Context: an optimization exercise on an open-source flow, tuned for small area and few clock cycles per item. The choices shown serve that exercise and are no tape-out recipe.
Only simulation tests tie the RTL to the original design; equivalence was not proved.
Power and IR drop assume default switching activity.

## design/flow/design.v

```verilog
`default_nettype none
package data_type;
  localparam int R_W = 16;
  typedef logic signed [R_W-1:0] r_t;
endpackage
module cp_inserter
#(
  parameter int N_FFT  = 64,
  parameter int CP_LEN = 16
) (
  input  logic clk,
  input  logic rst,
  input  logic in_valid,
  output logic in_ready,
  input  data_type::r_t in_real,
  input  data_type::r_t in_imag,
  output logic out_valid,
  input  logic out_ready,
  output data_type::r_t out_real,
  output data_type::r_t out_imag,
  output logic out_sop,
  output logic out_cp,
  output logic out_eop
);
  localparam int                 c_idx_w   = $clog2(N_FFT);
  localparam int                 c_seg_w   = $clog2(CP_LEN);
  localparam int                 c_nseg    = N_FFT / CP_LEN;
  localparam int                 c_pt_w    = (c_nseg > 1) ? $clog2(c_nseg) : 1;
  localparam logic [c_idx_w-1:0] c_last    = c_idx_w'(N_FFT - 1);
  localparam logic [c_idx_w-1:0] c_cp_base = c_idx_w'(N_FFT - CP_LEN);
  localparam logic [c_idx_w-1:0] c_one     = c_idx_w'(1);
  logic [31:0] r_ring [c_nseg][CP_LEN];
  logic [31:0] w_tap  [c_nseg];    
  logic [c_idx_w-1:0] r_cnt;       
  logic [c_idx_w-1:0] r_wr_idx;    
  logic [c_idx_w-1:0] r_rd_idx;    
  logic               r_body;      
  logic               r_pend;      
  logic               r_park;      
  logic               w_wr_align, w_rd_align;
  logic [c_pt_w-1:0]  w_wr_pt, w_rd_pt;
  logic               w_load, w_rd_fire, w_free, w_wr_fire, w_wr_last, w_rd_last;
  logic               w_wr_ok, w_acc, w_park_ld, w_park_wr;
  logic [31:0]        w_wr_data;
  assign w_wr_align = (r_cnt[c_seg_w-1:0] == r_wr_idx[c_seg_w-1:0]);
  assign w_rd_align = (r_cnt[c_seg_w-1:0] == r_rd_idx[c_seg_w-1:0]);
  assign w_wr_pt    = c_pt_w'((r_cnt >> c_seg_w) - (r_wr_idx >> c_seg_w));
  assign w_rd_pt    = c_pt_w'((r_cnt >> c_seg_w) - (r_rd_idx >> c_seg_w));
  assign w_load    = !out_valid || out_ready;
  assign w_rd_fire = r_pend && w_rd_align && w_load;
  assign w_rd_last = r_body && (r_rd_idx == c_last);
  assign w_free    = !r_pend || (r_body && (!w_rd_align || (w_wr_pt != w_rd_pt) || w_load));
  assign w_wr_ok   = w_wr_align && w_free;
  assign in_ready  = !r_park && (w_wr_ok || (!r_pend && w_load));
  assign w_acc     = in_valid && in_ready;
  assign w_park_ld = w_acc && !w_wr_ok;
  assign w_park_wr = r_park && w_wr_align;
  assign w_wr_fire = (w_acc && w_wr_ok) || w_park_wr;
  assign w_wr_data = r_park ? {out_real, out_imag} : {in_real, in_imag};
  assign w_wr_last = (r_wr_idx == c_last);
  always_comb begin
    for (int i = 0; i < c_nseg; i++)
      w_tap[i] = r_ring[(i + c_nseg - 1) % c_nseg][CP_LEN-1];
  end
  always_ff @(posedge clk) begin
    for (int i = 0; i < c_nseg; i++) begin
      if (w_wr_fire && (w_wr_pt == c_pt_w'(i)))
        r_ring[i][0] <= w_wr_data;
      else
        r_ring[i][0] <= w_tap[i];
      for (int j = 1; j < CP_LEN; j++)
        r_ring[i][j] <= r_ring[i][j-1];
    end
  end
  always_ff @(posedge clk) begin
    if (rst) begin
      r_cnt    <= '0;
      r_wr_idx <= '0;
      r_rd_idx <= c_cp_base;
      r_body   <= 1'b0;
      r_pend   <= 1'b0;
      r_park   <= 1'b0;
    end else begin
      r_cnt <= r_cnt + c_one;
      if (w_wr_fire)
        r_wr_idx <= r_wr_idx + c_one;
      if (w_rd_fire) begin
        if (w_rd_last) begin
          r_rd_idx <= c_cp_base;
          r_body   <= 1'b0;
        end else begin
          r_rd_idx <= r_rd_idx + c_one;
          if (r_rd_idx == c_last) r_body <= 1'b1;
        end
      end
      r_pend <= (r_pend && !(w_rd_fire && w_rd_last)) || (w_wr_fire && w_wr_last);
      r_park <= (r_park && !w_park_wr) || w_park_ld;
    end
  end
  always_ff @(posedge clk) begin
    if (rst) begin
      out_valid <= 1'b0;
    end else if (w_load) begin
      out_valid <= w_rd_fire;
    end
  end
  always_ff @(posedge clk) begin
    if (w_rd_fire)
      {out_real, out_imag} <= w_tap[w_rd_pt];
    else if (w_park_ld)
      {out_real, out_imag} <= {in_real, in_imag};
  end
  assign out_sop = !r_body && (r_rd_idx == c_cp_base + c_one);
  assign out_eop = !r_body && (r_rd_idx == c_cp_base);
  assign out_cp  = r_body ? (r_rd_idx == '0) : (r_rd_idx != c_cp_base);
endmodule
`default_nettype wire
```

## design/flow/flow/run.sh

```bash
#!/bin/bash
set -euo pipefail
export CTS_ARGS="-sink_clustering_enable -repair_clock_nets -sink_clustering_size 12 -sink_clustering_max_diameter 40 -buf_list sky130_fd_sc_hd__clkbuf_4 -dont_use_dummy_load"
export BUFFER_PORTS_ARGS="-buffer_cell sky130_fd_sc_hd__buf_1"
bash standard.sh > standard.log 2>&1
```

## design/flow/standard.sh

```bash
#!/bin/bash
# synth_recipe.tcl (not shown) runs the flow's synth.tcl, then flattens the netlist and writes it again
# the make line also repeats each setting of config.mk as NAME=value (left out here)
make -C /OpenROAD-flow-scripts/flow DESIGN_CONFIG=/design/flow/config.mk WORK_HOME=/design/flow/orfs CLKGATE_MAP_FILE= SYNTH_SCRIPT=/design/flow/synth_recipe.tcl "${@:-finish}"
```

## design/flow/config.mk

```make
export PLATFORM = sky130hd
export DESIGN_NAME = cp_inserter
export DESIGN_NICKNAME = cp_inserter
export VERILOG_FILES = /design/flow/design.v
export SDC_FILE = /design/flow/constraint.sdc
export NUM_CORES = 4
export LEC_CHECK = 0
export CAP_MARGIN = 20
export CORE_MARGIN = 2
export CORE_UTILIZATION = 70
export CTS_CLUSTER_DIAMETER = 60
export CTS_CLUSTER_SIZE = 30
export SLEW_MARGIN = 20
```

## design/flow/constraint.sdc

```tcl
create_clock -name core_clock -period 6.0 [get_ports {clk}]
set_input_delay 1.2000 -clock core_clock [delete_from_list [all_inputs] [get_ports {clk}]]
set_output_delay 1.2000 -clock core_clock [all_outputs]
set_load 0.01 [all_outputs]
```

==> results.tsv <==
metric	value	unit
Core Area	0.0657	sq mm
hold buffer count at cts	0	
clk root buf	clkbuf_4	
Final ANT Viol Nets	0	
final clock period utilization by the worst path	70.4	%
Clock Sink Count	2102	
post-CTS sizing	0	
DP HPWL	33400	microns
final core occ	74.9	%
Syn Std Cell Area	0.0465	sq mm
average routed wire per standard cell	16.7	microns
Final Hold Vio Count	0	
number of buffer cells added on primary ports	72	
critical path class	reg2out	
endpoints failing setup	0	
endpoint type of the worst setup path	output port	
Die Span X	262	microns
sum of overflow across all layers after global routing	0	
final weighted congestion of routability-driven global placement	0.734	
post-synthesis cell type count	44	
final net count	2776	
Hold Path End	r_ring[18][24]$_DFF_P_	
NetSw	4.51	mW
number of global-route vias before repair	17400	
worst hold stages	0	
Critical R2R Capture	r_ring[16][14]$_DFF_P_	
Max Slew Vio Count	0	
maximum number of pins on one net before global-route repair	33	
Peak supply drop	0.325	mV
flop and latch count out of synthesis	2102	
Mapped Nets	2532	
Relative slew margins	32.6	%
number of cells on the worst reg-to-reg path	7	
Via-to-Cell Ratio	4.73	
path type of the worst min-delay path	reg2reg	
final routed DRC violation total	0	
detailed-route via count	17000	
part of the total power dissipated in combinational logic	2.5	%
filler instances	3866	
total power density per cell area	454	mW/mm^2
area taken by flip-flops and latches	0.0424	sq mm
first-pass GRT wire length	92900	microns
maximum fanout along the worst path	9	
clock latency on the worst-skew pair	1.03	ns
r2r startpoint	r_rd_idx[4]$_SDFFE_PP1P_	
result of the run	finished clean	
Yosys warning count	3	
post-synthesis instance total	2489	
ports placed on the boundary	73	
type of origin of the critical path	flip-flop	
internal cell power	17.9	mW
cell area after placement	0.0477	sq mm
Post-Route WL	60200	microns
RSZ-0062 raised after global routing	false	
shortest period the worst path allows	4.23	ns
antenna violations before repair	6	
router iterations before antenna repair	4	
setup tns final	0	ns
Leakage	19.9	nW
starting DRC count in detailed routing	661	
fraction of the yosys area taken by sequential cells	91.2	%
max cap viols	0	
Max clock buf depth	3	
Hold Slack	0.275	ns
slew of the pin with the lowest slew margin	1.01	ns
register share of total power	74.3	%
clock skew after layout	0.0936	ns
Synth Area per Inst	18.7	sq um
post-layout instance count excluding filler cells	3600	
H-Tree Level Count	4	
synthesis-to-layout area growth	5.85	%
largest area contributor in the netlist	dfxtp_1	
worst-case register-to-register setup slack	2.61	ns
Critical Path RT	4.80	ns
fraction of final layout cells sized beyond drive strength 1	16.3	%
TritonCTS clock tree	done	
part of the total power dissipated in the clock network	23.2	%
starting density of the core	70.7	%
startpoint of the tightest hold check path	r_ring[17][24]$_DFF_P_	
placed cells	3398	
dominant cells by area after synthesis	dfxtp_1 89%, mux2_2 3.9%, edfxtp_1 2.1%, mux4_2 1.5%, mux2_4 0.97%	
global routing usage summed across all routing layers	18.1	%
combined area of the multi-input logic cells	0.00389	sq mm
die height	262	microns
Setup Fix Bufs, Post-CTS	0	
DIE AREA	0.0685	sq mm
proportion of netlist area held by the largest area contributor	89.1	%
fmax	0.237	GHz
Arrival @ worst endpoint	3.03	ns
Clk pin slew, worst setup/hold paths	0.11	ns
switching share of total power	20.2	%
standard-cell row count	94	
cts bufs inserted	197	
design area	0.0492	sq mm
worst max-delay path by stage:
stage,slack [ns],cells after the start,to,startpoint
final,1.77,7,in_ready,r_rd_idx[4]$_SDFFE_PP1P_
after global routing,1.57,7,in_ready,r_rd_idx[4]$_SDFFE_PP1P_
after CTS,1.66,7,in_ready,r_rd_idx[4]$_SDFFE_PP1P_
after global placement,2.07,7,r_ring[16][13]$_DFF_P_,out_ready
after floorplan,1.46,4,out_imag[0]$_DFFE_PP_,out_ready
after detailed placement,2.00,7,r_ring[16][4]$_DFF_P_,out_ready
flip-flops by register name (all words and copies together), names as in the netlist:
name and count:
r_cnt 6, r_body 1, out_imag 16, out_real 16, r_park 1, r_pend 1
out_valid 1, r_ring 2048, r_wr_idx 6, r_rd_idx 6
through the flow:
step           setup WS (ns)  total power [mW]
6_report                1.77              22.4
5_1_grt                 1.57              23.3
4_1_cts                 1.66              22.6
3_5_place_dp            2.00              17.5
3_3_place_gp            2.07              17.4
2_1_floorplan           1.46              17.1
final cells by class:
class | count | area share (%)
Timing Repair Buffer | 81 | 0.689
Multi-Input combinational cell | 344 | 7.91
Sequential cell | 2102 | 86.1
Inverter | 7 | 0.0534
Antenna cell | 5 | 0.0254
Clock buffer | 197 | 3.00
Tap cell | 864 | 2.20
cells in the final DEF, fill, tap and decap left out, drive strengths merged, types with 7 or more instances in the layout:
master | netlist | routed
inv | 7 | 7
mux2 | 194 | 194
nor2 | 13 | 13
nand3 | 7 | 7
edfxtp | 32 | 32
xnor2 | 9 | 9
nand2 | 11 | 11
ha | 7 | 7
mux4 | 32 | 32
a21oi | 7 | 7
buf | 20 | 80
dfxtp | 2070 | 2070
xor2 | 13 | 13
clkbuf | 16 | 198
logic make-up (layout without fill, tap and decap cells):
logic type	after synthesis	count (layout)	synth area share, %
buffers and inverters	43	285	0.538
flip-flops	2102	2102	91.2
multiplexers	227	227	6.51
AND/OR/NAND/NOR	65	65	0.823
other	0	5	0
adder cells (fa/ha/maj)	7	7	0.188
AO/OA/AOI/OAI	23	23	0.320
XOR/XNOR	22	22	0.463
routing by layer:
layer	part of all wire [%]	GRT usage (%)
met4	2.2	7.58
met5	0.061	0
met1	51	26.0
met2	42	25.6
met3	5.1	5.59
cell usage after synthesis, drive strengths merged:
library cell and number:
dfxtp 2070, mux2 194, edfxtp 32, mux4 32, buf 20, clkbuf 16, nor2 13, xor2 13
nand2 11, xnor2 9, a21oi 7, ha 7, inv 7, nand3 7, nand4 5, nor3 5
or4 5, nor2b 4, o21ai 4, o31ai 4, nand2b 3, a211oi 2, and2 2, and3 2
and4 2, nor4 2, o21a 2, a31oi 1, a32o 1, a41oi 1, mux2i 1, nand3b 1
nor4b 1, o311ai 1, or2 1, or3 1
power groups by stage:
stage               registers, mW  clock network, mW  logic (mW)
floorplan                    16.7                  0       0.383
global placement             16.9                  0       0.540
detailed placement           16.9                  0       0.557
CTS                          16.7               5.41       0.560
global route                 16.8               5.92       0.592
finish                       16.6               5.18       0.555
critical path: stages (launching register included):
cell and delay [ns]:
dfxtp_1 0.60, ha_2 0.29, xnor2_2 0.10, xnor2_1 0.29, nand2_1 0.09, o311ai_0 0.31
a211oi_1 0.18, buf_1 0.18
Testbench counts, summed over its fixed seeds: cycles 15,880, symbols 192.

[what the ideal ports hide]
In the flow no input, the clock included, has a driving cell. The finished layout below was timed again as built, in two steps.
Step 1: set_driving_cell puts a clkbuf_16 on clk and a buf_2 on each other input, an assumption about the parent block.
Step 2 moves the port delays by t, midway between the first and last clock arrival at a register: inputs arrive t later, outputs are due t later. That takes back most of the time a late clock gives input paths.
Slacks: no drivers / after step 1 / after step 2; pairs: no drivers / after step 1.
t (ns): 1.046
slack for setup (ns): 1.773 / 1.712 / 1.969
slew at the worst register clock pin (ns): 0.12 / 0.12
After both steps this run still meets setup and hold. For this run, drivers alone change the setup slack by -0.061 ns; drivers and shift together by +0.196 ns.
